Context: an optimization exercise on an open-source flow, tuned for small area, a short achievable clock period and few clock cycles per item. The choices shown serve that exercise and are no tape-out recipe.
At most, simulation tests tie the RTL to the original design; equivalence was not proved.
Function not checked in run 1: the RTL went through the layout flow alone.
Power is estimated from default activity; no workload was simulated.

--- flow/constraint.sdc ---
create_clock -name core_clock -period 11.0 [get_ports {clk}]
set_input_delay 2.2000 -clock core_clock [delete_from_list [all_inputs] [get_ports {clk}]]
set_output_delay 2.2000 -clock core_clock [all_outputs]
set_load 0.01 [all_outputs]
--- flow/design.v ---
`default_nettype none
package sw_pkg;
    localparam int REF_LEN   = 64;
    localparam int QUERY_LEN = 48;
    localparam int PE_COUNT  = QUERY_LEN;
    localparam int HW = 7;
    function automatic logic gt7(input logic [HW-1:0] a, input logic [HW-1:0] b);
        logic g;
        g = 1'b0;
        for (int k = 0; k < HW; k++) g = (a[k] & ~b[k]) | ((a[k] | ~b[k]) & g);
        gt7 = g;
    endfunction
    function automatic logic gt3(input logic [2:0] a, input logic [2:0] b);
        logic g;
        g = 1'b0;
        for (int k = 0; k < 3; k++) g = (a[k] & ~b[k]) | ((a[k] | ~b[k]) & g);
        gt3 = g;
    endfunction
    function automatic logic [2:0] tsub(input logic [1:0] t, input logic [2:0] v);
        case ({t, v})
            5'b00000: tsub = 3'd3;
            5'b00001: tsub = 3'd2;
            5'b00010: tsub = 3'd1;
            5'b00011: tsub = 3'd0;
            5'b01000: tsub = 3'd4;
            5'b01001: tsub = 3'd3;
            5'b01010: tsub = 3'd2;
            5'b01011: tsub = 3'd1;
            5'b01100: tsub = 3'd0;
            5'b10000: tsub = 3'd5;
            5'b10001: tsub = 3'd4;
            5'b10010: tsub = 3'd3;
            5'b10011: tsub = 3'd2;
            5'b10100: tsub = 3'd1;
            5'b10101: tsub = 3'd0;
            5'b11000: tsub = 3'd6;
            5'b11001: tsub = 3'd5;
            5'b11010: tsub = 3'd4;
            5'b11011: tsub = 3'd3;
            5'b11100: tsub = 3'd2;
            5'b11101: tsub = 3'd1;
            5'b11110: tsub = 3'd0;
            default: tsub = 3'd0;
        endcase
    endfunction
    function automatic logic [3:0] accl(input logic [1:0] lo, input logic [2:0] u);
        case ({lo, u})
            5'b00000: accl = 4'b0110;
            5'b00001: accl = 4'b0111;
            5'b00010: accl = 4'b0000;
            5'b00011: accl = 4'b0001;
            5'b00100: accl = 4'b0010;
            5'b00101: accl = 4'b0011;
            5'b00110: accl = 4'b1000;
            5'b01000: accl = 4'b0111;
            5'b01001: accl = 4'b0000;
            5'b01010: accl = 4'b0001;
            5'b01011: accl = 4'b0010;
            5'b01100: accl = 4'b0011;
            5'b01101: accl = 4'b1000;
            5'b01110: accl = 4'b1001;
            5'b10000: accl = 4'b0000;
            5'b10001: accl = 4'b0001;
            5'b10010: accl = 4'b0010;
            5'b10011: accl = 4'b0011;
            5'b10100: accl = 4'b1000;
            5'b10101: accl = 4'b1001;
            5'b10110: accl = 4'b1010;
            5'b11000: accl = 4'b0001;
            5'b11001: accl = 4'b0010;
            5'b11010: accl = 4'b0011;
            5'b11011: accl = 4'b1000;
            5'b11100: accl = 4'b1001;
            5'b11101: accl = 4'b1010;
            5'b11110: accl = 4'b1011;
            default: accl = 4'b0000;
        endcase
    endfunction
endpackage
`default_nettype wire
`timescale 1ns/1ps
`default_nettype none
module sw_ctrl #(
    parameter int P = sw_pkg::PE_COUNT
) (
    input  logic         clk,
    input  logic         reset,
    input  logic         valid_i,
    input  logic [1:0]   ref_base_i,
    input  logic [1:0]   query_base_i,
    input  logic         replay_i,       
    input  logic         replay_f_i,     
    input  logic [1:0]   replay_rb_i,
    output logic         shift_o,        
    output logic [1:0]   beat_rb_o,      
    output logic         replay_start_o,
    output logic         kill_o,
    output logic         f_o,            
    output logic [1:0]   rb_o,
    output logic [P-1:0] cap_o,
    output logic [1:0]   bq_o
);
    logic       v_q;
    logic [1:0] r_q;
    logic [5:0] cnt_q;     
    logic       gap_q;
    always_ff @(posedge clk or posedge reset) begin
        if (reset) begin
            v_q   <= 1'b0;
            cnt_q <= '0;
            gap_q <= 1'b0;
        end else begin
            v_q <= valid_i;
            if (valid_i) cnt_q <= cnt_q + 6'd1;
            if (kill_o) gap_q <= 1'b1;
            else if (f_o) gap_q <= 1'b0;
        end
    end
    always_ff @(posedge clk) begin
        r_q <= ref_base_i;
    end
    assign kill_o         = !v_q && (cnt_q != '0);
    assign replay_start_o = v_q && (cnt_q == '0) && gap_q;
    assign shift_o        = v_q || replay_i;
    assign beat_rb_o      = r_q;
    assign f_o  = (v_q && (cnt_q == 6'd1)) || replay_f_i;
    assign rb_o = replay_i ? replay_rb_i : r_q;
    assign bq_o = query_base_i;
    for (genvar k = 0; k < P; k++) begin : g_cap
        assign cap_o[k] = valid_i && (cnt_q == 6'(k));
    end
endmodule
`default_nettype wire
`timescale 1ns/1ps
`default_nettype none
module sw_sweep_counter (
    input  logic clk,
    input  logic reset,
    input  logic start_i,
    output logic active_o,
    output logic first_o
);
    logic       act_q;
    logic [5:0] cnt_q;
    always_ff @(posedge clk or posedge reset) begin
        if (reset) begin
            act_q <= 1'b0;
            cnt_q <= '0;
        end else if (start_i) begin
            act_q <= 1'b1;
            cnt_q <= '0;
        end else if (act_q) begin
            cnt_q <= cnt_q + 6'd1;
            if (cnt_q == 6'(sw_pkg::REF_LEN - 1)) act_q <= 1'b0;
        end
    end
    assign active_o = act_q;
    assign first_o  = act_q && (cnt_q == '0);
endmodule
`default_nettype wire
`timescale 1ns/1ps
`default_nettype none
module sw_seq_store #(
    parameter int W     = 2,
    parameter int DEPTH = 64
) (
    input  logic         clk,
    input  logic         shift_i,
    input  logic [W-1:0] data_i,
    output logic [W-1:0] tail_o
);
    logic [W-1:0] mem [DEPTH];
    always_ff @(posedge clk) begin
        if (shift_i) begin
            mem[0] <= data_i;
            for (int k = 1; k < DEPTH; k++) mem[k] <= mem[k-1];
        end
    end
    assign tail_o = mem[DEPTH-1];
endmodule
`default_nettype wire
`timescale 1ns/1ps
`default_nettype none
module sw_pe #(
    parameter int ROW = 1
) (
    input  logic                  clk,
    input  logic                  reset,
    input  logic                  kill_i,      
    input  logic                  f_i,         
    input  logic [1:0]            rb_i,        
    input  logic                  f_pk_i,      
    input  logic [2:0]            uu_i,        
    input  logic                  eu_i,        
    input  logic [sw_pkg::HW-1:0] au_i,        
    input  logic [sw_pkg::HW-1:0] a2_i,        
    input  logic [sw_pkg::HW-1:0] cbs_i,       
    input  logic [5:0]            cbi_i,       
    input  logic                  cap_i,
    input  logic [1:0]            bq_i,
    output logic                  f_o,
    output logic [1:0]            rb_o,
    output logic [2:0]            u_o,         
    output logic                  e_o,         
    output logic [sw_pkg::HW-1:0] a_o,         
    output logic [sw_pkg::HW-1:0] cbs_o,       
    output logic [5:0]            cbi_o
);
    localparam int W = sw_pkg::HW;
    logic [1:0]   q_q;
    logic [2:0]   v_q;     
    logic         ed_q;    
    logic [W-1:0] a_q;     
    logic         a3, a4, a5, a6;      
    logic         b3, b4, b5, b6;      
    logic         m;                   
    logic         z0;                  
    logic         t1, t2, t3;          
    logic [1:0]   tb;                  
    logic [2:0]   vl;
    logic [2:0]   un, vn;
    logic         en, edn;
    always_comb begin
        z0 = (ROW == 1) || f_i || (au_i == '0);
        m  = (rb_i == q_q);
        a3 = uu_i[2] | (uu_i[1] & (uu_i[0] | eu_i));
        a4 = uu_i[2] | (uu_i[1] & uu_i[0] & eu_i);
        a5 = uu_i[2] & (uu_i[1] | uu_i[0] | eu_i);
        a6 = uu_i[2] & (uu_i[1] | (uu_i[0] & eu_i));
        if (ROW == 1 && f_i) begin
            {b3, b4, b5, b6} = 4'b0000;
            vl = 3'd2;
        end else begin
            b3 = v_q[2] | (v_q[1] & (v_q[0] | ed_q));
            b4 = v_q[2] | (v_q[1] & v_q[0] & ed_q);
            b5 = v_q[2] & (v_q[1] | v_q[0] | ed_q);
            b6 = v_q[2] & (v_q[1] | (v_q[0] & ed_q));
            vl = v_q;
        end
        t3 = m | a6 | b6;
        t2 = m | a5 | b5;
        t1 = m | a4 | b4 | z0;
        tb = {t2, (t1 & ~t2) | t3};
        un  = sw_pkg::tsub(tb, vl);    
        vn  = sw_pkg::tsub(tb, uu_i);  
        en  = a3 & (~t1 | a4) & (~t2 | a5) & (~t3 | a6);
        edn = b3 & (~t1 | b4) & (~t2 | b5) & (~t3 | b6);
    end
    logic [W-1:0] ab;
    logic [3:0]   al;
    logic [W-3:0] tg;
    always_comb begin
        ab = f_o ? '0 : a_q;
        al = sw_pkg::accl(ab[1:0], u_o);
        for (int k = 0; k < W - 2; k++) begin
            tg[k] = (al[3] & ((k == 0) | (&(ab[W-1:2] | ~((W-2)'((1 << k) - 1)))))) |
                    (al[2] & ((k == 0) | ~(|(ab[W-1:2] & (W-2)'((1 << k) - 1)))));
        end
    end
    always_ff @(posedge clk or posedge reset) begin
        if (reset) f_o <= 1'b0;
        else       f_o <= f_i && !kill_i;
    end
    always_ff @(posedge clk) begin
        rb_o <= rb_i;
        u_o  <= un;
        e_o  <= en;
        if (cap_i) q_q <= bq_i;
        if (ROW != 1 && f_pk_i) begin
            v_q  <= 3'd2;
            ed_q <= 1'b0;
        end else begin
            v_q  <= vn;
            ed_q <= edn;
        end
        a_q <= {ab[W-1:2] ^ tg, al[1:0]};
    end
    assign a_o = a_q;
    if (ROW <= 2) begin : g_no_best
        assign cbs_o = '0;
        assign cbi_o = '0;
    end else begin : g_best
        logic take;
        assign take = sw_pkg::gt7(a2_i, cbs_i);
        always_ff @(posedge clk) begin
            cbs_o <= take ? a2_i : cbs_i;
            cbi_o <= take ? 6'(ROW - 2) : cbi_i;
        end
    end
endmodule
`default_nettype wire
`timescale 1ns/1ps
`default_nettype none
module sw_pe_array #(
    parameter int P = sw_pkg::PE_COUNT
) (
    input  logic                  clk,
    input  logic                  reset,
    input  logic                  kill_i,
    input  logic                  f_i,
    input  logic [1:0]            rb_i,
    input  logic [P-1:0]          cap_i,
    input  logic [1:0]            bq_i,
    output logic                  f_o,         
    output logic [sw_pkg::HW-1:0] cbs_o,       
    output logic [5:0]            cbi_o,
    output logic [sw_pkg::HW-1:0] a1_o,        
    output logic [sw_pkg::HW-1:0] a_o          
);
    localparam int W = sw_pkg::HW;
    logic         l_f   [P+1];
    logic [1:0]   l_rb  [P+1];
    logic [2:0]   l_u   [P+1];
    logic         l_e   [P+1];
    logic [W-1:0] l_a   [P+1];
    logic [W-1:0] l_cbs [P+1];
    logic [5:0]   l_cbi [P+1];
    assign l_f[0]   = f_i;
    assign l_rb[0]  = rb_i;
    assign l_u[0]   = 3'd2;
    assign l_e[0]   = 1'b0;
    assign l_a[0]   = '0;
    assign l_cbs[0] = '0;
    assign l_cbi[0] = '0;
    for (genvar k = 0; k < P; k++) begin : g_pe
        logic         pk;
        logic [W-1:0] a2;
        if (k == 0) begin : g_pk0
            assign pk = 1'b0;
            assign a2 = '0;
        end else begin : g_pkn
            assign pk = l_f[k-1];
            assign a2 = l_a[k-1];
        end
        sw_pe #(.ROW (k + 1)) u_pe (
            .clk     (clk),
            .reset   (reset),
            .kill_i  (kill_i),
            .f_i     (l_f[k]),
            .rb_i    (l_rb[k]),
            .f_pk_i  (pk),
            .uu_i    (l_u[k]),
            .eu_i    (l_e[k]),
            .au_i    (l_a[k]),
            .a2_i    (a2),
            .cbs_i   (l_cbs[k]),
            .cbi_i   (l_cbi[k]),
            .cap_i   (cap_i[k]),
            .bq_i    (bq_i),
            .f_o     (l_f[k+1]),
            .rb_o    (l_rb[k+1]),
            .u_o     (l_u[k+1]),
            .e_o     (l_e[k+1]),
            .a_o     (l_a[k+1]),
            .cbs_o   (l_cbs[k+1]),
            .cbi_o   (l_cbi[k+1])
        );
    end
    assign f_o   = l_f[P];
    assign cbs_o = l_cbs[P];
    assign a1_o  = l_a[P-1];
    assign cbi_o = l_cbi[P];
    assign a_o   = l_a[P];
endmodule
`default_nettype wire
`timescale 1ns/1ps
`default_nettype none
module sw_max_tracker #(
    parameter int P = sw_pkg::PE_COUNT
) (
    input  logic                  clk,
    input  logic                  reset,
    input  logic                  kill_i,
    input  logic                  f_i,       
    input  logic [sw_pkg::HW-1:0] cbs_i,     
    input  logic [5:0]            cbi_i,
    input  logic [sw_pkg::HW-1:0] a1_i,      
    input  logic [sw_pkg::HW-1:0] a_i,       
    output logic                  finish_o,
    output logic [20:0]           best_o
);
    localparam int W = sw_pkg::HW;
    logic         f1_q;
    logic [W-1:0] c1s_q;
    logic [5:0]   c1i_q;
    logic         t1;
    assign t1 = sw_pkg::gt7(a1_i, cbs_i);
    always_ff @(posedge clk or posedge reset) begin
        if (reset) f1_q <= 1'b0;
        else       f1_q <= f_i && !kill_i;
    end
    always_ff @(posedge clk) begin
        c1s_q <= t1 ? a1_i : cbs_i;
        c1i_q <= t1 ? 6'(P - 1) : cbi_i;
    end
    logic         act_q;
    logic [6:0]   j_q;
    logic         fin_q;
    logic [W-1:0] bs_q;
    logic [6:0]   bj_q;
    logic [5:0]   bi_q;
    logic         act;
    logic [6:0]   j;
    logic [W-1:0] cs;
    logic [5:0]   ci;
    logic [W-1:0] ps;
    logic [5:0]   pi;
    logic         take;
    always_comb begin
        act = f1_q || act_q;
        j   = f1_q ? 7'd1 : j_q;
        if (sw_pkg::gt7(a_i, c1s_q)) begin
            cs = a_i;
            ci = 6'(P);
        end else begin
            cs = c1s_q;
            ci = c1i_q;
        end
        ps   = f1_q ? '0 : bs_q;
        pi   = f1_q ? '0 : bi_q;
        take = (cs > ps) || ((cs == ps) && (ci < pi));
    end
    always_ff @(posedge clk or posedge reset) begin
        if (reset) begin
            act_q <= 1'b0;
            fin_q <= 1'b0;
        end else begin
            act_q <= act && (j != 7'(sw_pkg::REF_LEN)) && !kill_i;
            fin_q <= act && (j == 7'(sw_pkg::REF_LEN)) && !kill_i;
        end
    end
    always_ff @(posedge clk) begin
        j_q <= j + 7'd1;
        if (act) begin
            if (f1_q) begin
                bs_q <= '0;
                bj_q <= '0;
                bi_q <= '0;
            end
            if (take) begin
                bs_q <= cs;
                bj_q <= j;
                bi_q <= ci;
            end
        end
    end
    assign finish_o = fin_q;
    assign best_o   = {{(8 - W){1'b0}}, bs_q, bj_q, bi_q};
endmodule
`default_nettype wire
`timescale 1ns/1ps
`default_nettype none
module sw_top (
    input  logic        clk,
    input  logic        reset,
    input  logic        valid_i,
    input  logic [1:0]  ref_base_i,
    input  logic [1:0]  query_base_i,
    output logic        finish_o,
    output logic [20:0] result_o
);
    localparam int P = sw_pkg::PE_COUNT;
    localparam int W = sw_pkg::HW;
    logic         shift;
    logic [1:0]   beat_rb;
    logic         replay_start;
    logic         replay;
    logic         replay_f;
    logic [1:0]   replay_rb;
    logic         kill;
    logic         s_f;
    logic [1:0]   s_rb;
    logic [P-1:0] cap;
    logic [1:0]   bq;
    logic         a_f;
    logic [W-1:0] a_cbs;
    logic [5:0]   a_cbi;
    logic [W-1:0] a_a1;
    logic [W-1:0] a_a;
    sw_ctrl #(.P (P)) u_ctrl (
        .clk (clk), .reset (reset), .valid_i (valid_i),
        .ref_base_i (ref_base_i), .query_base_i (query_base_i),
        .replay_i (replay), .replay_f_i (replay_f), .replay_rb_i (replay_rb),
        .shift_o (shift), .beat_rb_o (beat_rb), .replay_start_o (replay_start),
        .kill_o (kill), .f_o (s_f), .rb_o (s_rb), .cap_o (cap), .bq_o (bq)
    );
    sw_seq_store #(.W (2), .DEPTH (sw_pkg::REF_LEN)) u_ref_store (
        .clk (clk), .shift_i (shift), .data_i (beat_rb), .tail_o (replay_rb)
    );
    sw_sweep_counter u_replay (
        .clk (clk), .reset (reset), .start_i (replay_start),
        .active_o (replay), .first_o (replay_f)
    );
    sw_pe_array #(.P (P)) u_array (
        .clk (clk), .reset (reset), .kill_i (kill), .f_i (s_f), .rb_i (s_rb),
        .cap_i (cap), .bq_i (bq),
        .f_o (a_f), .cbs_o (a_cbs), .cbi_o (a_cbi), .a1_o (a_a1), .a_o (a_a)
    );
    sw_max_tracker #(.P (P)) u_tracker (
        .clk (clk), .reset (reset), .kill_i (kill), .f_i (a_f), .cbs_i (a_cbs),
        .cbi_i (a_cbi), .a1_i (a_a1), .a_i (a_a), .finish_o (finish_o), .best_o (result_o)
    );
endmodule
`default_nettype wire
--- flow/run.sh ---
#!/bin/bash
# synth_recipe.tcl (not shown) runs the flow's synth.tcl, then flattens the netlist and writes it again
# the make line also repeats each setting of config.mk as NAME=value (left out here)
make -C /OpenROAD-flow-scripts/flow DESIGN_CONFIG=/design/flow/config.mk WORK_HOME=/design/flow/orfs CLKGATE_MAP_FILE= SYNTH_SCRIPT=/design/flow/synth_recipe.tcl finish
--- flow/config.mk ---
export PLATFORM = sky130hd
export DESIGN_NAME = sw_top
export DESIGN_NICKNAME = sw_top
export VERILOG_FILES = /design/flow/design.v
export SDC_FILE = /design/flow/constraint.sdc
export NUM_CORES = 4
export LEC_CHECK = 0
export CAP_MARGIN = 20
export CORE_MARGIN = 2
export CORE_UTILIZATION = 40
export SLEW_MARGIN = 20
==> results of run 1 <==
## power by group
group | total (W) | internal [W] | switching (W)
logic | 0.0172 | 0.00788 | 0.00930
clock network | 0.00639 | 0.00383 | 0.00256
registers | 0.0127 | 0.00926 | 0.00344
total | 0.0363 | 0.0210 | 0.0153
## metrics by stage
stage,cell area [um2],util,setup WS (ns),hold WS (ns),instances
floorplan,90410,-,7.145,0.3487,10250
global placement,92540,0.4119,6.358,0.3520,12800
detailed placement,92540,0.4119,6.283,0.3588,12800
CTS,98840,0.4399,6.575,0.3646,13140
global route,98850,0.4400,6.214,0.3657,13140
finish,98850,0.4400,6.584,0.3623,13140
## synth_stat cells, types with 89 or more instances
library cell     n  area (um2)
a22oi_1        103       773.2
nand2b_1       304        1902
nand2_1        888        3333
o22ai_1        181        1132
dfxtp_1       1375       27530
a211oi_1       135        1013
mux2i_1        319        3193
clkbuf_1       406        1524
inv_1          763        2864
xnor2_1        272        2382
nor2b_1        208        1301
nand4_1         96       600.6
nand3_1        181       905.9
and2_1         147       919.6
nor2_1         740        2778
nor3_1         183       915.9
ha_1           450        5630
mux2_2         162        1824
o211ai_1        89       668.1
edfxtp_1       244        7327
maj3_1         119        1191
a31oi_1        109       681.9
a21oi_1        637        3188
o21ai_0        596        2983
## layer usage
metal  part of all wire  global-route usage  up-vias
li1                   -                   -    35750
met1               0.46              0.2278    33950
met2               0.48              0.2983     1263
met3              0.035             0.02310      290
met4              0.021             0.04843        0
met5                  0                   0        -
## cell families after synthesis
| logic type | Yosys count |
|---|---|
| other | 1 |
| adder cells (fa/ha/maj) | 623 |
| multiplexers | 572 |
| buffers and inverters | 1255 |
| AO/OA/AOI/OAI | 2621 |
| flip-flops | 1685 |
| XOR/XNOR | 313 |
| AND/OR/NAND/NOR | 3182 |
## area by class of cell
type / count / area share
Clock buffer: 239 / 0.05113
Timing Repair Buffer: 39 / 0.003544
Clock inverter: 99 / 0.01259
Multi-Input combinational cell: 7312 / 0.4961
Antenna cell: 1 / 0.00002532
Sequential cell: 1685 / 0.3693
Tap cell: 2992 / 0.03787
Inverter: 773 / 0.02938
## registers in the layout, summed over array words and instances (netlist names), 48 cells and up
signal	flops
u_array.g_pe.u_pe.q_q	96
u_array.g_pe.u_pe.ed_q	48
u_array.g_pe.u_pe.cbs_o	322
u_array.g_pe.u_pe.u_o	144
u_ref_store.mem	128
u_array.g_pe.u_pe.a_q	336
u_array.g_pe.u_pe.cbi_o	219
u_array.g_pe.u_pe.v_q	144
u_array.g_pe.u_pe.f_o	48
u_array.g_pe.u_pe.rb_o	94
## worst paths after layout
kind	start	endpoint	slack, ns	cells past startpoint
max	u_array.g_pe[47].u_pe.a_q[2]	u_tracker.bj_q[4]	6.58	15
min	u_array.g_pe[18].u_pe.rb_o[0]	u_array.g_pe[19].u_pe.rb_o[0]	0.36	0
max reg2reg	u_array.g_pe[47].u_pe.a_q[2]	u_tracker.bj_q[4]	6.58	15
min reg2reg	u_array.g_pe[18].u_pe.rb_o[0]	u_array.g_pe[19].u_pe.rb_o[0]	0.36	0
max in group asynchronous	reset	u_array.g_pe[36].u_pe.f_o	7.95	3
min in group asynchronous	reset	u_array.g_pe[9].u_pe.f_o	1.89	2
==> flow_metrics.py, run 1 <==
metrics = {
    "run_status": {
        "status": "no timing/DRC/antenna violations",
    },
    "final_layout": {
        "finalNetCount": 10450,
        "nFillCells": 21630,
        "seqCellArea_um2": 36510,
        "multi_input_area_um2": 49040,
        "final_cell_mix": "1,375 x dfxtp_1, 888 x nand2_1, 762 x inv_1, 739 x nor2_1, 637 x a21oi_1",
        "final_common_cell": "dfxtp_1",
        "synthToLayoutAreaGrowth_pct": 9.333,
        "drive_gt1_frac": 0.06711,
    },
    "cts": {
        "post_cts_buffers": 0,
        "post_cts_resized": 0,
        "htreeDepth": 4,
        "cts-hold-fix-buffers": 0,
        "ctsLongestPathBuffers": 3,
        "worstSkewPairLatency_ns": 0.84,
        "cts_tree": "yes",
        "cts_sinks": 1685,
        "cts_buffers": 178,
        "cts-root-buf": "clkbuf_16",
        "path_clk_slew_ns": 0.06,
    },
    "logic_synthesis": {
        "syn_area_um2": 90410,
        "synth_top_family_by_area": "compound AO/OA/AOI/OAI gates",
        "ys.flop_type": "dfxtp_1",
        "muxShareOfSynthArea": 0.06754,
        "ys_warn_count": 68,
        "yosysSeqAreaShare": 0.4038,
        "synth_edf_count": 244,
        "syn-num-nets": 10710,
        "async_flop_share": 0.03917,
        "synthDistinctLibCells": 105,
        "synthAdderAreaFrac": 0.08218,
        "synth_simple_gate_area_frac": 0.1743,
        "synthCells": 10250,
        "yosys_register_bits": 1685,
        "synth_compound_area_frac": 0.1878,
        "synth.avg_cell_area_um2": 8.819,
        "synth_xor_area_frac": 0.03032,
    },
    "sta": {
        "rsz0062_at_grt": "no",
        "fin_crit_sh": 0.4014,
        "hold_viol": 0,
        "setup_viol": 0,
        "fin_setup_tns_ns": 0,
        "slew_violations": 0,
        "min_period_ns": 4.416,
        "relSlewSlack": 0.2625,
        "fin_worst_skew_ns": 0.03799,
        "max_freq_mhz": 226.5,
        "max_slew.worst_pin.slew_ns": 1.103,
    },
    "min_path": {
        "hold_path.class": "register to register",
    },
    "worst_setup_path": {
        "critPathKind": "register to register",
        "crit_chain": "nor2b_1, o311ai_0, o21ai_0, o211ai_1, maj3_1, nand2_1, inv_1, ha_1, a21oi_1, nor2b_1, o21ai_0, nand3b_1, a41oi_1, o21a_1, a21o_1",
        "slowest_stage": "o21a_1",
        "path_delay_family": "compound AO/OA/AOI/OAI gates",
        "critPathCaptureType": "register",
        "crit_arrival_ns": 4.92,
        "path_buf_inv": 1,
        "cp.required_ns": 11.50,
        "max_stage_delay_ns": 0.71,
        "worstPathMaxFanout": 21,
        "cp-start-kind": "register",
    },
    "placement": {
        "io_buffers": 27,
        "dp_hpwl_um": 147000,
        "gp_congestion": 0.8582,
    },
    "detailed_routing": {
        "route.detailed.drc": 0,
        "ant_nets": 0,
        "routed_wl_um": 207800,
        "dr_total_vias": 71250,
        "avgViaCountPerCell": 5.422,
        "first_pass_iters": 7,
        "wire_per_inst_um": 15.81,
        "drt_iter0_markers": 5117,
    },
    "floorplanning": {
        "die_area_um2": 229800,
        "io_pins": 29,
        "rows": 174,
        "die_w_um": 479.4,
        "die_y_um": 479.4,
        "initial_core_util": 0.4024,
        "core-area_um2": 224700,
    },
    "global_route": {
        "grt_max_degree": 69,
        "grt_pass1_vias": 67440,
        "grt_pass1_wl_um": 341200,
        "grt_use_total": 0.1738,
        "antenna_found_initial": 4,
        "gr-total-overflow": 0,
    },
    "power_and_ir_drop": {
        "power_density_nw_per_um2": 367.0,
        "max-vdd-ir-drop_mv": 0.1758,
        "p_leak_nw": 40.39,
        "power_w": 0.03628,
    },
    "run": {
        "max_cap_viol_count": 0,
    },
}
==> inputs of run 2 (changes only) <==
--- a/flow/design.v
+++ b/flow/design.v
@@ -402,22 +402,12 @@
     logic         act;
     logic [6:0]   j;
-    logic [W-1:0] cs;
-    logic [5:0]   ci;
-    logic [W-1:0] ps;
-    logic [5:0]   pi;
-    logic         take;
+    logic         g, ta, tb, take;
     always_comb begin
         act = f1_q || act_q;
         j   = f1_q ? 7'd1 : j_q;
-        if (sw_pkg::gt7(a_i, c1s_q)) begin
-            cs = a_i;
-            ci = 6'(P);
-        end else begin
-            cs = c1s_q;
-            ci = c1i_q;
-        end
-        ps   = f1_q ? '0 : bs_q;
-        pi   = f1_q ? '0 : bi_q;
-        take = (cs > ps) || ((cs == ps) && (ci < pi));
+        g   = sw_pkg::gt7(a_i, c1s_q);
+        ta  = sw_pkg::gt7(a_i, bs_q);
+        tb  = sw_pkg::gt7(c1s_q, bs_q) || ((c1s_q == bs_q) && (c1i_q < bi_q));
+        take = g ? ta : tb;
     end
     always_ff @(posedge clk or posedge reset) begin
@@ -432,15 +422,12 @@
     always_ff @(posedge clk) begin
         j_q <= j + 7'd1;
-        if (act) begin
-            if (f1_q) begin
-                bs_q <= '0;
-                bj_q <= '0;
-                bi_q <= '0;
-            end
-            if (take) begin
-                bs_q <= cs;
-                bj_q <= j;
-                bi_q <= ci;
-            end
+        if (f_i) begin
+            bs_q <= '0;
+            bj_q <= '0;
+            bi_q <= '0;
+        end else if (act && take) begin
+            bs_q <= g ? a_i : c1s_q;
+            bj_q <= j;
+            bi_q <= g ? 6'(P) : c1i_q;
         end
     end
--- a/flow/config.mk
+++ b/flow/config.mk
@@ -8,4 +8,5 @@
 export CAP_MARGIN = 20
 export CORE_MARGIN = 2
-export CORE_UTILIZATION = 40
+export CORE_UTILIZATION = 60
+export CTS_BUF_LIST = sky130_fd_sc_hd__clkbuf_4 sky130_fd_sc_hd__clkbuf_8
 export SLEW_MARGIN = 20
==> run 2 against run 1 <==
  * Power up 1.2%
  * Worst hold slack worse by 0.011 ns
  * Design area down 0.92%
  * Non-clock buffer count up 24
  * Wire length down 1.1%
  * Largest cell class unchanged
  * Combinational power up 5%
  * Critical endpoint is now result_o[14]
  * Clock-buffer cell count up 209
  * Sequential power about the same
  * Clock skew up 0.0020 ns
  * Global-route usage up 8.6 points
  * Utilization up 21 points
==> flow_metrics.py, run 2 <==
metrics = {
    "worst_setup_path": {
        "max_stage_delay_ns": 0.66,
        "cp-start-kind": "register",
        "critical_path.startpoint": "u_tracker.bs_q[1]",
        "crit_chain": "clkdlybuf4s50_1",
        "critPathKind": "register to primary output",
        "slowest_stage": "clkdlybuf4s50_1",
        "cp.required_ns": 8.80,
        "crit_arrival_ns": 1.99,
        "path_buf_inv": 1,
        "r2r-start": "u_array.g_pe[47].u_pe.a_q[1]",
        "worstPathMaxFanout": 4,
        "path_delay_family": "buffers and inverters",
        "critPathCaptureType": "primary output",
        "regToRegSetupSlack_ns": 7.74,
    },
    "logic_synthesis": {
        "ys_warn_count": 68,
        "syn_area_um2": 90690,
        "yosys-top-cells-area": "dfxtp_1 31%, edfxtp_1 7.4%, ha_1 6.3%",
        "synth_top_area_frac": 0.3079,
        "yosysSeqAreaShare": 0.4003,
        "synthCells": 10380,
        "async_flop_share": 0.03917,
        "synth_edf_count": 224,
        "synth.most_common_cell": "dfxtp_1",
        "syn-num-nets": 10850,
        "yosys_register_bits": 1685,
        "synth_top_cell_by_area": "dfxtp_1",
        "synth.avg_cell_area_um2": 8.735,
        "synthDistinctLibCells": 105,
        "yosys-top-cells-count": "1,395 x dfxtp_1, 834 x nand2_1, 779 x nor2_1",
        "ys.flop_type": "dfxtp_1",
    },
    "sta": {
        "setup_viol": 0,
        "relSlewSlack": 0.2974,
        "fin_setup_tns_ns": 0,
        "hold_viol": 0,
        "timing.final.ws_setup_ns": 6.807,
        "max_freq_mhz": 238.5,
        "rsz0062_at_grt": "no",
        "fin_worst_skew_ns": 0.03996,
        "min_period_ns": 4.193,
        "max_slew.worst_pin.slew_ns": 1.054,
        "slew_violations": 0,
        "fin_crit_sh": 0.3812,
    },
    "final_layout": {
        "largest_reg_flops": 336,
        "finalNetCount": 10710,
        "nFillCells": 12690,
        "final_common_cell": "dfxtp_1",
        "synthToLayoutAreaGrowth_pct": 7.992,
        "drive_gt1_frac": 0.08943,
        "final_cell_mix": "1,395 x dfxtp_1, 834 x nand2_1, 778 x nor2_1, 758 x inv_1, 707 x a21oi_1",
        "top_regs": "u_array.g_pe.u_pe.a_q x336, u_array.g_pe.u_pe.cbs_o x322, u_array.g_pe.u_pe.cbi_o x219",
        "regMostFlops": "u_array.g_pe.u_pe.a_q",
    },
    "cts": {
        "cts_tree": "yes",
        "worstSkewPairLatency_ns": 0.98,
        "htreeDepth": 5,
        "cts-hold-fix-buffers": 0,
        "cts_sinks": 1685,
        "cts-root-buf": "clkbuf_8",
        "post_cts_buffers": 0,
        "path_clk_slew_ns": 0.06,
        "cts_buffers": 303,
        "ctsLongestPathBuffers": 4,
        "post_cts_resized": 0,
    },
    "run_status": {
        "status": "no timing/DRC/antenna violations",
    },
    "detailed_routing": {
        "wire_per_inst_um": 16.47,
        "ant_nets": 0,
        "dr_total_vias": 73280,
        "met1Wirelength_um": 95730,
        "first_pass_iters": 6,
        "routed_wl_um": 205600,
        "wl_met3_um": 9010,
        "route.detailed.drc": 0,
        "avgViaCountPerCell": 5.870,
        "drt_iter0_markers": 5010,
        "top_layer": "met5",
        "route.met2.wl_um": 95210,
    },
    "power_and_ir_drop": {
        "max-vdd-ir-drop_mv": 0.2019,
        "p_leak_nw": 40.69,
        "power_density_nw_per_um2": 374.9,
    },
    "global_route": {
        "gr-total-overflow": 0,
        "grt_pass1_wl_um": 340200,
        "grt_max_degree": 89,
        "antenna_found_initial": 3,
        "grt_use_total": 0.2593,
        "grt_pass1_vias": 68680,
    },
    "placement": {
        "dp_hpwl_um": 144000,
        "gp_congestion": 0.8775,
        "io_buffers": 27,
        "place_ws_ns": 6.568,
    },
    "floorplanning": {
        "rows": 142,
        "die_w_um": 392.8,
        "io_pins": 29,
        "die_y_um": 392.8,
        "core-area_um2": 150000,
        "initial_core_util": 0.6048,
        "die_area_um2": 154300,
    },
    "min_path": {
        "hp-start": "u_array.g_pe[16].u_pe.rb_o[0]",
        "hold_path.class": "register to register",
    },
    "run": {
        "max_cap_viol_count": 0,
    },
}
## run 2: stage by stage
| stage | std cells | hold slack [ns] | instance area, um2 | power (W) | util |
|---|---|---|---|---|---|
| finish | 12480 | 0.3516 | 97940 | 0.03672 | 0.6531 |
| global route | 12480 | 0.3519 | 97940 | 0.03991 | 0.6531 |
| CTS | 12480 | 0.3532 | 97880 | 0.03675 | 0.6527 |
| detailed placement | 11960 | 0.3542 | 91770 | 0.03059 | 0.6120 |
| global placement | 11960 | 0.3529 | 91770 | 0.03004 | 0.6120 |
| floorplan | 10380 | 0.3487 | 90690 | 0.02666 | - |
## run 2: area by class of cell
type / count / area (um2) / area share
diodes: 2 / 5.005 / 0.00005110
inverters: 765 / 2874 / 0.02935
flip-flops and latches: 1685 / 36300 / 0.3707
clock buffers: 448 / 5540 / 0.05657
repair buffers: 63 / 530.5 / 0.005417
clock inverters: 73 / 566.8 / 0.005787
multi-input cells: 7432 / 49590 / 0.5064
well taps: 2016 / 2522 / 0.02576
## run 2: path summary, 6_finish.rpt
kind	depth (start not counted)	endpoint
min in group asynchronous	2	u_array.g_pe[33].u_pe.f_o
max in group asynchronous	3	u_ctrl.cnt_q[0]
worst max-delay path	1	result_o[14]
worst max register to register	7	u_tracker.bi_q[5]
worst min register to register	0	u_array.g_pe[17].u_pe.rb_o[0]
worst min-delay path	0	u_array.g_pe[17].u_pe.rb_o[0]
## run 2: routing by layer
layer,GRT usage,up-vias
met5,0,-
li1,-,36610
met2,0.4256,1632
met3,0.03734,407
met4,0.08617,4
met1,0.3502,34630
## run 2: cell families (layout without fill, tap and decap cells)
family                   Yosys count  count (layout)  synth area share
AO/OA/AOI/OAI                   2811            2811            0.2033
XOR/XNOR                         346             346           0.03342
adder cells (fa/ha/maj)          541             541           0.07262
buffers and inverters           1265            1349           0.05360
flip-flops                      1685            1685            0.4003
multiplexers                     533             533           0.06215
other                              1               3        0.00004135
AND/OR/NAND/NOR                 3200            3200            0.1746
## run 2: where the power goes
group          switching (W)  total (W)  leakage, nW  internal (W)
logic                0.00983     0.0181         22.7       0.00825
registers            0.00344     0.0127         14.8       0.00924
clock network        0.00255    0.00595         3.26       0.00340
total                 0.0158     0.0367         40.7        0.0209
Testbench counts of run 2, summed over its fixed seeds: cycles 14,600, alignments 128.
==> inputs of run 3 (changes only) <==
--- a/flow/config.mk
+++ b/flow/config.mk
@@ -8,5 +8,4 @@
 export CAP_MARGIN = 20
 export CORE_MARGIN = 2
-export CORE_UTILIZATION = 60
-export CTS_BUF_LIST = sky130_fd_sc_hd__clkbuf_4 sky130_fd_sc_hd__clkbuf_8
+export CORE_UTILIZATION = 40
 export SLEW_MARGIN = 20
==> run 3 against run 2 <==
  * Area after synthesis did not move
  * Clock power rose by 6.4%
  * Power rose by 1.1%
  * Register-to-register slack got worse by 0.04 ns
  * Die area rose by 49%
  * Worst setup slack improved by 0.19 ns
  * Utilization fell by 21 points
  * Critical endpoint is now result_o[18]
  * Sequential power barely moved
==> flow_metrics.py, run 3 <==
metrics = {
    "cts": {
        "cts-hold-fix-buffers": 0,
        "cts_tree": "yes",
        "cts-root-buf": "clkbuf_16",
        "cts_sinks": 1685,
        "worstSkewPairLatency_ns": 0.84,
        "post_cts_buffers": 0,
        "cts_buffers": 180,
        "post_cts_resized": 0,
        "ctsLongestPathBuffers": 3,
        "path_clk_slew_ns": 0.06,
        "htreeDepth": 4,
    },
    "logic_synthesis": {
        "synth.avg_cell_area_um2": 8.735,
        "syn_area_um2": 90690,
        "synth_top_area_frac": 0.3079,
        "synthDistinctLibCells": 105,
        "synth_edf_count": 224,
        "synthCells": 10380,
        "async_flop_share": 0.03917,
        "synth.most_common_cell": "dfxtp_1",
        "ys.flop_type": "dfxtp_1",
        "yosys-top-cells-area": "dfxtp_1 31%, edfxtp_1 7.4%, ha_1 6.3%",
        "yosys-top-cells-count": "1,395 x dfxtp_1, 834 x nand2_1, 779 x nor2_1",
        "synth_top_cell_by_area": "dfxtp_1",
        "syn-num-nets": 10850,
        "yosysSeqAreaShare": 0.4003,
        "ys_warn_count": 68,
        "yosys_register_bits": 1685,
    },
    "worst_setup_path": {
        "regToRegSetupSlack_ns": 7.70,
        "worstPathMaxFanout": 5,
        "cp-start-kind": "register",
        "path_delay_family": "buffers and inverters",
        "cp.required_ns": 8.80,
        "max_stage_delay_ns": 0.57,
        "crit_chain": "clkdlybuf4s50_1",
        "crit_arrival_ns": 1.81,
        "critPathCaptureType": "primary output",
        "slowest_stage": "clkdlybuf4s50_1",
        "critPathKind": "register to primary output",
        "path_buf_inv": 1,
    },
    "detailed_routing": {
        "drt_iter0_markers": 4765,
        "route.detailed.drc": 0,
        "routed_wl_um": 211100,
        "dr_total_vias": 72730,
        "wire_per_inst_um": 15.90,
        "avgViaCountPerCell": 5.479,
        "ant_nets": 0,
        "first_pass_iters": 6,
    },
    "power_and_ir_drop": {
        "p_clk_frac": 0.171,
        "p_int_w": 0.02115,
        "power_density_nw_per_um2": 373.7,
        "max-vdd-ir-drop_mv": 0.1959,
        "p_sw_frac": 0.4304,
        "seqPwrFrac": 0.342,
        "p_leak_nw": 40.46,
        "net-switching-power_w": 0.01598,
        "p_comb_frac": 0.488,
    },
    "sta": {
        "min_period_ns": 4.007,
        "fin_setup_tns_ns": 0,
        "max_freq_mhz": 249.5,
        "relSlewSlack": 0.2590,
        "max_slew.worst_pin.slew_ns": 1.100,
        "fin_worst_skew_ns": 0.06067,
        "hold_viol": 0,
        "fin_crit_sh": 0.3643,
        "rsz0062_at_grt": "no",
        "slew_violations": 0,
        "setup_viol": 0,
    },
    "final_layout": {
        "fin_area_um2": 99380,
        "num_antenna_cells": 0,
        "synthToLayoutAreaGrowth_pct": 9.580,
        "final_util": 0.4415,
        "final_cell_mix": "1,395 x dfxtp_1, 834 x nand2_1, 778 x nor2_1, 758 x inv_1, 707 x a21oi_1",
        "final_common_cell": "dfxtp_1",
        "finalNetCount": 10590,
        "nFillCells": 21440,
        "drive_gt1_frac": 0.07294,
        "largest_reg_flops": 336,
        "regMostFlops": "u_array.g_pe.u_pe.a_q",
        "top_regs": "u_array.g_pe.u_pe.a_q x336, u_array.g_pe.u_pe.cbs_o x322, u_array.g_pe.u_pe.cbi_o x219",
    },
    "floorplanning": {
        "rows": 174,
        "die_area_um2": 230500,
        "io_pins": 29,
        "die_w_um": 480.2,
        "initial_core_util": 0.4029,
        "core-area_um2": 225100,
        "die_y_um": 480.2,
    },
    "run_status": {
        "status": "no timing/DRC/antenna violations",
    },
    "placement": {
        "gp_congestion": 0.8397,
        "postPlaceCellArea_um2": 93010,
        "dp_hpwl_um": 150700,
        "io_buffers": 27,
    },
    "global_route": {
        "grt_max_degree": 84,
        "grt_pass1_wl_um": 346200,
        "grt_pass1_vias": 68930,
        "gr-total-overflow": 0,
        "grt_use_total": 0.1763,
        "antenna_found_initial": 1,
    },
    "min_path": {
        "hold_path.class": "register to register",
    },
    "run": {
        "max_cap_viol_count": 0,
    },
}
==> run 3: cell counts after synthesis <==
No cell type changed its count.
==> run 3: final timing paths <==
check                                             startpoint                            to  cells past startpoint
worst max-delay path                       u_tracker.bs_q[5]                  result_o[18]                      1
worst min-delay path            u_array.g_pe[7].u_pe.rb_o[0]  u_array.g_pe[8].u_pe.rb_o[0]                      0
worst max register to register  u_array.g_pe[35].u_pe.u_o[1]  u_array.g_pe[36].u_pe.v_q[1]                      9
worst min register to register  u_array.g_pe[7].u_pe.rb_o[0]  u_array.g_pe[8].u_pe.rb_o[0]                      0
max in group asynchronous                              reset      u_array.g_pe[8].u_pe.f_o                      3
min in group asynchronous                              reset     u_array.g_pe[28].u_pe.f_o                      2
==> run 3: area by class of cell <==
class | count | area, um2 | area share
clock buffer | 232 | 4974 | 0.05005
clock inverter | 107 | 1324 | 0.01332
inverter | 765 | 2877 | 0.02895
multi-input combinational | 7432 | 49630 | 0.4994
sequential | 1685 | 36300 | 0.3653
tap | 2992 | 3744 | 0.03767
timing repair buffer | 62 | 523.0 | 0.005263
==> run 3: metrics by stage <==
stage	worst slack [ns]	hold slack, ns	cells	power [W]
after floorplan	7.145	0.3487	10380	0.02666
after global placement	6.597	0.3517	12940	0.03016
after detailed placement	6.645	0.3553	12940	0.03073
after CTS	6.927	0.3512	13280	0.03728
after global routing	6.917	0.3693	13280	0.04038
final	6.993	0.3468	13280	0.03713
==> run 3: layer usage <==
| metal | wire (um) | GRT usage | up-vias |
|---|---|---|---|
| met3 | 7282 | 0.02319 | 398 |
| met5 | 0 | 0 | - |
| met4 | 7014 | 0.06317 | 0 |
| met1 | 93870 | 0.2202 | 34590 |
| li1 | - | - | 36320 |
| met2 | 103000 | 0.3092 | 1421 |
==> run 3: power groups by stage <==
stage,Combinational (W),Clock (W),Sequential (W)
final,0.0181,0.00633,0.0127
after global routing,0.0204,0.00677,0.0132
after CTS,0.0181,0.00652,0.0127
after detailed placement,0.0180,0,0.0128
after global placement,0.0175,0,0.0127
after floorplan,0.0159,0,0.0108
==> run 3: cell families after synthesis <==
group                      Yosys count  synth area share
and+or+nand+nor                   3200            0.1746
AOI/OAI and AO/OA                 2811            0.2033
DFF                               1685            0.4003
buffers and inverters             1265           0.05360
adders and majority gates          541           0.07262
muxes                              533           0.06215
xor gates and xnor gates           346           0.03342
other                                1        0.00004135
==> inputs of run 4 (changes only) <==
--- a/flow/design.v
+++ b/flow/design.v
@@ -11,69 +11,19 @@
         gt7 = g;
     endfunction
-    function automatic logic gt3(input logic [2:0] a, input logic [2:0] b);
-        logic g;
-        g = 1'b0;
-        for (int k = 0; k < 3; k++) g = (a[k] & ~b[k]) | ((a[k] | ~b[k]) & g);
-        gt3 = g;
-    endfunction
     function automatic logic [2:0] tsub(input logic [1:0] t, input logic [2:0] v);
-        case ({t, v})
-            5'b00000: tsub = 3'd3;
-            5'b00001: tsub = 3'd2;
-            5'b00010: tsub = 3'd1;
-            5'b00011: tsub = 3'd0;
-            5'b01000: tsub = 3'd4;
-            5'b01001: tsub = 3'd3;
-            5'b01010: tsub = 3'd2;
-            5'b01011: tsub = 3'd1;
-            5'b01100: tsub = 3'd0;
-            5'b10000: tsub = 3'd5;
-            5'b10001: tsub = 3'd4;
-            5'b10010: tsub = 3'd3;
-            5'b10011: tsub = 3'd2;
-            5'b10100: tsub = 3'd1;
-            5'b10101: tsub = 3'd0;
-            5'b11000: tsub = 3'd6;
-            5'b11001: tsub = 3'd5;
-            5'b11010: tsub = 3'd4;
-            5'b11011: tsub = 3'd3;
-            5'b11100: tsub = 3'd2;
-            5'b11101: tsub = 3'd1;
-            5'b11110: tsub = 3'd0;
-            default: tsub = 3'd0;
-        endcase
+        logic c1, c2;
+        c1 = ~v[0] & t[0];
+        c2 = (~v[1] & t[1]) | (c1 & (~v[1] | t[1]));
+        tsub = {v[2] ^ c2, ~v[1] ^ t[1] ^ c1, ~(v[0] ^ t[0])};
     endfunction
     function automatic logic [3:0] accl(input logic [1:0] lo, input logic [2:0] u);
-        case ({lo, u})
-            5'b00000: accl = 4'b0110;
-            5'b00001: accl = 4'b0111;
-            5'b00010: accl = 4'b0000;
-            5'b00011: accl = 4'b0001;
-            5'b00100: accl = 4'b0010;
-            5'b00101: accl = 4'b0011;
-            5'b00110: accl = 4'b1000;
-            5'b01000: accl = 4'b0111;
-            5'b01001: accl = 4'b0000;
-            5'b01010: accl = 4'b0001;
-            5'b01011: accl = 4'b0010;
-            5'b01100: accl = 4'b0011;
-            5'b01101: accl = 4'b1000;
-            5'b01110: accl = 4'b1001;
-            5'b10000: accl = 4'b0000;
-            5'b10001: accl = 4'b0001;
-            5'b10010: accl = 4'b0010;
-            5'b10011: accl = 4'b0011;
-            5'b10100: accl = 4'b1000;
-            5'b10101: accl = 4'b1001;
-            5'b10110: accl = 4'b1010;
-            5'b11000: accl = 4'b0001;
-            5'b11001: accl = 4'b0010;
-            5'b11010: accl = 4'b0011;
-            5'b11011: accl = 4'b1000;
-            5'b11100: accl = 4'b1001;
-            5'b11101: accl = 4'b1010;
-            5'b11110: accl = 4'b1011;
-            default: accl = 4'b0000;
-        endcase
+        logic x0, x1, x2, x3, c1, c2;
+        x0 = lo[0] ^ u[0];
+        c1 = lo[0] & u[0];
+        x1 = lo[1] ^ u[1] ^ c1;
+        c2 = (lo[1] & u[1]) | (c1 & (lo[1] | u[1]));
+        x2 = u[2] ^ c2;
+        x3 = u[2] & c2;
+        accl = {x3 | (x2 & x1), ~x3 & ~x2 & ~x1, ~x1, x0};
     endfunction
 endpackage
@@ -92,6 +42,4 @@
     input  logic         replay_f_i,     
     input  logic [1:0]   replay_rb_i,
-    output logic         shift_o,        
-    output logic [1:0]   beat_rb_o,      
     output logic         replay_start_o,
     output logic         kill_o,
@@ -122,6 +70,4 @@
     assign kill_o         = !v_q && (cnt_q != '0);
     assign replay_start_o = v_q && (cnt_q == '0) && gap_q;
-    assign shift_o        = v_q || replay_i;
-    assign beat_rb_o      = r_q;
     assign f_o  = (v_q && (cnt_q == 6'd1)) || replay_f_i;
     assign rb_o = replay_i ? replay_rb_i : r_q;
@@ -263,5 +209,5 @@
     end
     always_ff @(posedge clk) begin
-        rb_o <= rb_i;
+        if (!kill_i) rb_o <= rb_i;
         u_o  <= un;
         e_o  <= en;
@@ -302,4 +248,5 @@
     input  logic [P-1:0]          cap_i,
     input  logic [1:0]            bq_i,
+    output logic [1:0]            rb_o,        
     output logic                  f_o,         
     output logic [sw_pkg::HW-1:0] cbs_o,       
@@ -357,4 +304,5 @@
         );
     end
+    assign rb_o  = l_rb[P];
     assign f_o   = l_f[P];
     assign cbs_o = l_cbs[P];
@@ -449,6 +397,5 @@
     localparam int P = sw_pkg::PE_COUNT;
     localparam int W = sw_pkg::HW;
-    logic         shift;
-    logic [1:0]   beat_rb;
+    logic [1:0]   a_rb;
     logic         replay_start;
     logic         replay;
@@ -469,9 +416,9 @@
         .ref_base_i (ref_base_i), .query_base_i (query_base_i),
         .replay_i (replay), .replay_f_i (replay_f), .replay_rb_i (replay_rb),
-        .shift_o (shift), .beat_rb_o (beat_rb), .replay_start_o (replay_start),
+        .replay_start_o (replay_start),
         .kill_o (kill), .f_o (s_f), .rb_o (s_rb), .cap_o (cap), .bq_o (bq)
     );
-    sw_seq_store #(.W (2), .DEPTH (sw_pkg::REF_LEN)) u_ref_store (
-        .clk (clk), .shift_i (shift), .data_i (beat_rb), .tail_o (replay_rb)
+    sw_seq_store #(.W (2), .DEPTH (sw_pkg::REF_LEN - P)) u_ref_store (
+        .clk (clk), .shift_i (!kill), .data_i (a_rb), .tail_o (replay_rb)
     );
     sw_sweep_counter u_replay (
@@ -482,5 +429,5 @@
         .clk (clk), .reset (reset), .kill_i (kill), .f_i (s_f), .rb_i (s_rb),
         .cap_i (cap), .bq_i (bq),
-        .f_o (a_f), .cbs_o (a_cbs), .cbi_o (a_cbi), .a1_o (a_a1), .a_o (a_a)
+        .rb_o (a_rb), .f_o (a_f), .cbs_o (a_cbs), .cbi_o (a_cbi), .a1_o (a_a1), .a_o (a_a)
     );
     sw_max_tracker #(.P (P)) u_tracker (
==> flow/flow/run.sh (new file) <==
#!/bin/bash
# The standard layout, with a faster buffer on each input and output port
# (buffer_ports otherwise picks a slow delay buffer that sets the period).
set -euo pipefail
export BUFFER_PORTS_ARGS="-buffer_cell sky130_fd_sc_hd__buf_4"
bash standard.sh > standard.log 2>&1
==> flow/standard.sh (new file) <==
#!/bin/bash
# synth_recipe.tcl (not shown) runs the flow's synth.tcl, then flattens the netlist and writes it again
# the make line also repeats each setting of config.mk as NAME=value (left out here)
make -C /OpenROAD-flow-scripts/flow DESIGN_CONFIG=/design/flow/config.mk WORK_HOME=/design/flow/orfs CLKGATE_MAP_FILE= SYNTH_SCRIPT=/design/flow/synth_recipe.tcl "${@:-finish}"
--- a/flow/config.mk
+++ b/flow/config.mk
@@ -6,4 +6,5 @@
 export NUM_CORES = 4
 export LEC_CHECK = 0
+export ABC_AREA = 1
 export CAP_MARGIN = 20
 export CORE_MARGIN = 2
removed: flow/run.sh
==> run 4 against run 3 <==
  * Power fell by 24%
  * Sequential power shrank about 20%
  * Largest power group unchanged
  * Flip-flop and latch count shrank 94
  * Clock-buffer cell count shrank 2
  * First-iteration DRC count down 33%
  * Die area down 23%
  * Worst hold slack better by 0.0035 ns
  * Clock power down 8.7%
  * Highest routed layer unchanged
  * Design area shrank 21%
  * Wire length fell by 34%
  * Maximum frequency grew 12%
==> flow_metrics.py, run 4 <==
metrics = {
    "detailed_routing": {
        "avgViaCountPerCell": 4.797,
        "dr_total_vias": 51280,
        "routed_wl_um": 139900,
        "first_pass_iters": 7,
        "drt_iter0_markers": 3189,
        "wire_per_inst_um": 13.08,
        "ant_nets": 0,
        "route.detailed.drc": 0,
    },
    "sta": {
        "fin_worst_skew_ns": 0.02442,
        "rsz0062_at_grt": "no",
        "max_slew.worst_pin.slew_ns": 1.043,
        "max_freq_mhz": 280.5,
        "setup_viol": 0,
        "fin_crit_sh": 0.3241,
        "fin_setup_tns_ns": 0,
        "hold_viol": 0,
        "relSlewSlack": 0.3050,
        "min_period_ns": 3.565,
        "slew_violations": 0,
        "hold_ws_ns": 0.3503,
    },
    "placement": {
        "io_buffers": 27,
        "placed_cells": 10380,
        "dp_hpwl_um": 103100,
        "gp_congestion": 0.8638,
        "postPlaceCellArea_um2": 72560,
    },
    "final_layout": {
        "synthToLayoutAreaGrowth_pct": 11.92,
        "top_regs": "u_array.g_pe.u_pe.a_q x336, u_array.g_pe.u_pe.cbs_o x322, u_array.g_pe.u_pe.cbi_o x219",
        "fin_area_um2": 78300,
        "regMostFlops": "u_array.g_pe.u_pe.a_q",
        "largest_reg_flops": 336,
        "finalNetCount": 8639,
        "drive_gt1_frac": 0.04998,
        "final_common_cell": "nand2_1",
        "final_cell_mix": "1,538 x nand2_1, 1,301 x dfxtp_1, 1,255 x inv_1, 779 x nor2_1, 639 x o21ai_0",
        "final_cells": 10690,
        "nFillCells": 16870,
        "multi_input_area_um2": 30260,
        "final_util": 0.4504,
        "seqCellArea_um2": 34420,
    },
    "worst_setup_path": {
        "crit_arrival_ns": 1.37,
        "critPathCaptureType": "primary output",
        "critPathKind": "register to primary output",
        "path_delay_family": "flip-flops",
        "cp-start-kind": "register",
        "crit_chain": "buf_4",
        "r2r-start": "u_ctrl.cnt_q[3]",
        "regToRegSetupSlack_ns": 7.73,
        "max_stage_delay_ns": 0.44,
        "cp.required_ns": 8.80,
        "r2r_cells": 8,
        "worstPathMaxFanout": 6,
        "slowest_stage": "dfxtp_1",
        "path_buf_inv": 1,
        "reg2reg_to": "u_tracker.fin_q",
    },
    "min_path": {
        "hold_path.class": "register to register",
        "hold_depth": 0,
        "hp-start": "u_array.g_pe[0].u_pe.a_q[0]",
        "holdPathEnd": "u_array.g_pe[2].u_pe.cbs_o[0]",
    },
    "logic_synthesis": {
        "synth_top_area_frac": 0.3723,
        "muxShareOfSynthArea": 0,
        "syn_area_um2": 69960,
        "async_flop_share": 0.04148,
        "yosys-top-cells-count": "1,539 x nand2_1, 1,301 x dfxtp_1, 1,256 x inv_1",
        "synthAdderAreaFrac": 0.08832,
        "synth_xor_area_frac": 0.05509,
        "ys_warn_count": 68,
        "synthDistinctLibCells": 42,
        "synth_simple_gate_area_frac": 0.1718,
        "synth_compound_area_frac": 0.1170,
        "ys.flop_type": "dfxtp_1",
        "synth.most_common_cell": "nand2_1",
        "synthCells": 8143,
        "synth_top_family_by_area": "simple AND/OR/NAND/NOR gates",
        "yosys_register_bits": 1591,
        "synth_top_cell_by_area": "dfxtp_1",
        "yosys-top-cells-area": "dfxtp_1 37%, edfxtp_1 9.6%, nand2_1 8.3%",
        "syn-num-nets": 8558,
        "yosysSeqAreaShare": 0.4921,
        "synth_edf_count": 224,
        "synth.avg_cell_area_um2": 8.591,
    },
    "cts": {
        "ctsLongestPathBuffers": 3,
        "cts_sinks": 1591,
        "cts-root-buf": "clkbuf_16",
        "cts-hold-fix-buffers": 0,
        "htreeDepth": 4,
        "worstSkewPairLatency_ns": 0.77,
        "post_cts_buffers": 0,
        "post_cts_resized": 0,
        "cts_tree": "yes",
        "cts_buffers": 167,
        "path_clk_slew_ns": 0.06,
    },
    "global_route": {
        "antenna_found_initial": 1,
        "gr-total-overflow": 0,
        "grt_max_degree": 83,
        "grt_use_total": 0.1567,
        "grt_pass1_vias": 49530,
        "grt_pass1_wl_um": 237400,
    },
    "floorplanning": {
        "initial_core_util": 0.4025,
        "io_pins": 29,
        "rows": 153,
        "core-area_um2": 173800,
        "die_area_um2": 178300,
        "die_y_um": 422.2,
        "die_w_um": 422.2,
    },
    "run_status": {
        "status": "no timing/DRC/antenna violations",
    },
    "power_and_ir_drop": {
        "max-vdd-ir-drop_mv": 0.1426,
        "p_leak_nw": 37.04,
        "power_density_nw_per_um2": 358.6,
    },
    "run": {
        "max_cap_viol_count": 0,
    },
}
-- run 4: area by class of cell --
type | instances | share of cell area
flip-flops and latches | 1591 | 0.4396
multi-input cells | 5171 | 0.3865
clock buffers | 230 | 0.06203
inverters | 1263 | 0.06060
well taps | 2325 | 0.03715
clock inverters | 79 | 0.01117
repair buffers | 30 | 0.002876
diodes | 2 | 0.00006392
-- run 4: how the worst max path moves through the flow --
stage | from | to | slack, ns | depth (start not counted)
floorplan | u_ctrl.cnt_q[2] | u_tracker.fin_q | 6.38 | 8
global placement | valid_i | u_array.g_pe[25].u_pe.q_q[0] | 7.42 | 3
detailed placement | valid_i | u_array.g_pe[42].u_pe.q_q[0] | 7.43 | 3
CTS | u_tracker.bs_q[2] | result_o[15] | 7.36 | 1
global route | u_tracker.bs_q[2] | result_o[15] | 7.34 | 1
finish | u_tracker.bs_q[2] | result_o[15] | 7.43 | 1
-- run 4: through the flow --
stage,worst slack (ns),total power (W)
finish,7.435,0.02808
global placement,7.422,0.02210
global route,7.344,0.03111
detailed placement,7.429,0.02242
floorplan,6.380,0.01957
CTS,7.360,0.02841
-- run 4: power breakdown --
| group | internal, W | switching, W |
|---|---|---|
| clock network | 0.00347 | 0.00232 |
| registers | 0.00858 | 0.00160 |
| logic | 0.00455 | 0.00756 |
-- run 4: cells by family after synthesis --
family / count (synthesis)
buf+inv: 1381
xor+xnor: 440
compound gates: 1437
fa+ha+maj: 408
simple gates: 2885
flops: 1591
other cells: 1
-- run 4: per-layer routing --
metal | vias up | routed length, um | global-route usage
met5 | - | 0 | 0
met4 | 0 | 2584 | 0.03976
met2 | 717 | 66130 | 0.2680
met1 | 23830 | 66250 | 0.2057
met3 | 219 | 4913 | 0.02523
li1 | 26510 | - | -
Testbench counts of run 4, summed over its fixed seeds: cycles 14,600, alignments 128.
==> inputs of run 5 (changes only) <==
==> flow/run.sh (new file) <==
#!/bin/bash
# synth_recipe.tcl (not shown) runs the flow's synth.tcl, then flattens the netlist and writes it again
# the make line also repeats each setting of config.mk as NAME=value (left out here)
make -C /OpenROAD-flow-scripts/flow DESIGN_CONFIG=/design/flow/config.mk WORK_HOME=/design/flow/orfs CLKGATE_MAP_FILE= SYNTH_SCRIPT=/design/flow/synth_recipe.tcl finish
--- a/flow/config.mk
+++ b/flow/config.mk
@@ -6,5 +6,4 @@
 export NUM_CORES = 4
 export LEC_CHECK = 0
-export ABC_AREA = 1
 export CAP_MARGIN = 20
 export CORE_MARGIN = 2
removed: flow/flow/run.sh
removed: flow/standard.sh
==> run 5 against run 4 <==
  * Via count grew 4.0%
  * Critical path depth is the same
  * Clock-buffer cell count grew 3
  * Sequential power grew 11%
  * Flip-flop and latch count is the same
  * Critical endpoint is now result_o[17]
  * Clock power grew 3%
==> flow_metrics.py, run 5 <==
metrics = {
    "cts": {
        "cts-hold-fix-buffers": 0,
        "cts-root-buf": "clkbuf_16",
        "path_clk_slew_ns": 0.06,
        "ctsLongestPathBuffers": 3,
        "cts_sinks": 1591,
        "worstSkewPairLatency_ns": 0.81,
        "cts_tree": "yes",
        "post_cts_resized": 0,
        "htreeDepth": 4,
        "post_cts_buffers": 0,
        "cts_buffers": 169,
    },
    "logic_synthesis": {
        "synth.avg_cell_area_um2": 9.471,
        "synthCells": 7804,
        "async_flop_share": 0.04148,
        "yosys-top-cells-area": "dfxtp_1 35%, edfxtp_1 9.1%, ha_1 4.5%",
        "synth_edf_count": 224,
        "syn_area_um2": 73910,
        "syn-num-nets": 8219,
        "synth_top_cell_by_area": "dfxtp_1",
        "ys_warn_count": 68,
        "synth.most_common_cell": "dfxtp_1",
        "yosysSeqAreaShare": 0.4657,
        "ys.flop_type": "dfxtp_1",
        "yosys-top-cells-count": "1,301 x dfxtp_1, 725 x inv_1, 620 x nand2_1",
        "yosys_register_bits": 1591,
        "synth_top_area_frac": 0.3524,
        "synthDistinctLibCells": 91,
    },
    "final_layout": {
        "top_regs": "u_array.g_pe.u_pe.a_q x336, u_array.g_pe.u_pe.cbs_o x322, u_array.g_pe.u_pe.cbi_o x219",
        "nFillCells": 17110,
        "finalNetCount": 8212,
        "num_antenna_cells": 0,
        "final_common_cell": "dfxtp_1",
        "largest_reg_flops": 336,
        "synthToLayoutAreaGrowth_pct": 11.48,
        "final_cell_mix": "1,301 x dfxtp_1, 723 x inv_1, 620 x nand2_1, 603 x nor2_1, 476 x a21oi_1",
        "multi_input_area_um2": 35920,
        "regMostFlops": "u_array.g_pe.u_pe.a_q",
        "seqCellArea_um2": 34420,
        "drive_gt1_frac": 0.07049,
        "final_util": 0.4496,
    },
    "sta": {
        "hold_viol": 0,
        "min_period_ns": 3.990,
        "relSlewSlack": 0.2845,
        "hold_ws_ns": 0.3806,
        "fin_worst_skew_ns": 0.02805,
        "max_slew.worst_pin.slew_ns": 1.071,
        "fin_crit_sh": 0.3627,
        "rsz0062_at_grt": "no",
        "fin_setup_tns_ns": 0,
        "setup_viol": 0,
        "slew_violations": 0,
        "max_freq_mhz": 250.6,
    },
    "detailed_routing": {
        "dr_total_vias": 53310,
        "route.detailed.drc": 0,
        "first_pass_iters": 5,
        "avgViaCountPerCell": 5.122,
        "ant_nets": 0,
        "routed_wl_um": 156700,
        "wire_per_inst_um": 15.05,
        "drt_iter0_markers": 3245,
    },
    "min_path": {
        "hp-start": "u_array.g_pe[0].u_pe.a_q[0]",
        "hold_depth": 0,
        "hold_path.class": "register to register",
        "holdPathEnd": "u_array.g_pe[2].u_pe.cbs_o[0]",
    },
    "global_route": {
        "grt_max_degree": 130,
        "grt_pass1_wl_um": 261100,
        "antenna_found_initial": 3,
        "grt_pass1_vias": 51840,
        "gr-total-overflow": 0,
        "grt_use_total": 0.1661,
    },
    "floorplanning": {
        "core-area_um2": 183300,
        "die_w_um": 433.9,
        "rows": 157,
        "initial_core_util": 0.4033,
        "io_pins": 29,
        "die_area_um2": 188200,
        "die_y_um": 433.9,
    },
    "worst_setup_path": {
        "critPathKind": "register to primary output",
        "regToRegSetupSlack_ns": 7.73,
        "path_delay_family": "buffers and inverters",
        "crit_chain": "clkdlybuf4s50_1",
        "max_stage_delay_ns": 0.57,
        "crit_arrival_ns": 1.79,
        "r2r_cells": 7,
        "r2r-start": "u_array.g_pe[47].u_pe.a_q[2]",
        "critPathCaptureType": "primary output",
        "reg2reg_to": "u_tracker.bs_q[5]",
        "slowest_stage": "clkdlybuf4s50_1",
        "path_buf_inv": 1,
        "cp.required_ns": 8.80,
        "worstPathMaxFanout": 5,
        "cp-start-kind": "register",
    },
    "run_status": {
        "status": "no timing/DRC/antenna violations",
    },
    "power_and_ir_drop": {
        "p_leak_nw": 34.63,
        "power_w": 0.02985,
        "max-vdd-ir-drop_mv": 0.1896,
        "power_density_nw_per_um2": 362.3,
    },
    "placement": {
        "gp_congestion": 0.8433,
        "dp_hpwl_um": 113200,
        "io_buffers": 27,
    },
    "run": {
        "max_cap_viol_count": 0,
    },
}
==> run 5: worst max path at each step <==
stage / startpoint / end / slack, ns / cells past startpoint
finish: u_tracker.bs_q[4] / result_o[17] / 7.01 / 1
global route: u_tracker.bs_q[4] / result_o[17] / 6.92 / 1
CTS: u_tracker.bs_q[4] / result_o[17] / 6.94 / 1
detailed placement: valid_i / u_array.g_pe[39].u_pe.q_q[1] / 6.79 / 3
global placement: valid_i / u_array.g_pe[23].u_pe.q_q[0] / 6.83 / 3
floorplan: u_ctrl.cnt_q[2] / u_array.g_pe[0].u_pe.rb_o[0] / 6.67 / 7
==> run 5: report_power, final <==
group	internal [W]	switching [W]
clock network	0.00352	0.00243
registers	0.00864	0.00265
logic	0.00590	0.00671
==> run 5: through the flow <==
step	worst slack (ns)	std cells	instance area, um2
6_report	7.010	10410	82390
5_1_grt	6.921	10410	82390
4_1_cts	6.940	10410	82390
3_5_place_dp	6.793	10090	76480
3_3_place_gp	6.825	10090	76480
2_1_floorplan	6.674	7804	73910
==> run 5: layer usage <==
metal | track usage | wire length, um
met5 | 0 | 0
met4 | 0.04558 | 3308
met3 | 0.02451 | 5468
met2 | 0.2817 | 74500
met1 | 0.2196 | 73400
==> run 5: worst register-to-register path, stage by stage (launching register included) <==
cell and delay (ns):
dfxtp_1 0.51, and3b_1 0.23, a2111oi_2 0.31, o21ai_1 0.12
o2bb2ai_2 0.24, a211oi_4 0.59, or3_1 0.76, mux2_1 0.38
==> run 5: layout make-up <==
class                      instances  share of cell area
timing repair buffer              35            0.003888
tap                             2464             0.03742
inverter                         727             0.03324
sequential                      1591              0.4178
multi-input combinational       5273              0.4359
clock inverter                    85             0.01391
clock buffer                     233             0.05781
==> run 5: logic make-up after synthesis <==
logic type | Yosys count | synth area share
multiplexers | 217 | 0.03298
flip-flops | 1591 | 0.4657
XOR/XNOR | 341 | 0.04041
AO/OA/AOI/OAI | 1670 | 0.1428
other | 1 | 0.00005074
adder cells (fa/ha/maj) | 561 | 0.1045
AND/OR/NAND/NOR | 2483 | 0.1652
buffers and inverters | 940 | 0.04837

## static timing again, ports no longer ideal
In the flow no input, the clock included, has a driving cell. The finished layouts below were timed again as built, in two steps.
Step 1 assumes that a clkbuf_16 drives the clock port and a buf_2 every other input.
Step 2, shift: input delay + t, output delay - t, t = (earliest + latest rising clock arrival at the registers) / 2. This alone moves slack from input paths to output paths.
a / b / c = ideal ports / drivers / drivers and shift; a / b = the first two.
run	t, ns	setup slack, ns	worst hold slack (ns)	worst setup path after step 2	cell pins on the clock port's net
run 1	0.903	6.584 / 6.584 / 6.225	0.362 / 0.362 / 0.362	input to register	1
run 2	1.034	6.807 / 6.731 / 6.500	0.352 / 0.352 / 0.352	input to register	1
run 3	0.897	6.993 / 6.906 / 6.536	0.347 / 0.347 / 0.347	input to register	1
run 4	0.841	7.435 / 7.355 / 7.322	0.350 / 0.350 / 0.350	input to register	1
run 5	0.883	7.010 / 6.927 / 6.678	0.381 / 0.381 / 0.381	input to register	1
After both steps every run listed still meets setup and hold. For run 3, which loses most, drivers alone change the setup slack by -0.087 ns; drivers and shift together by -0.457 ns.
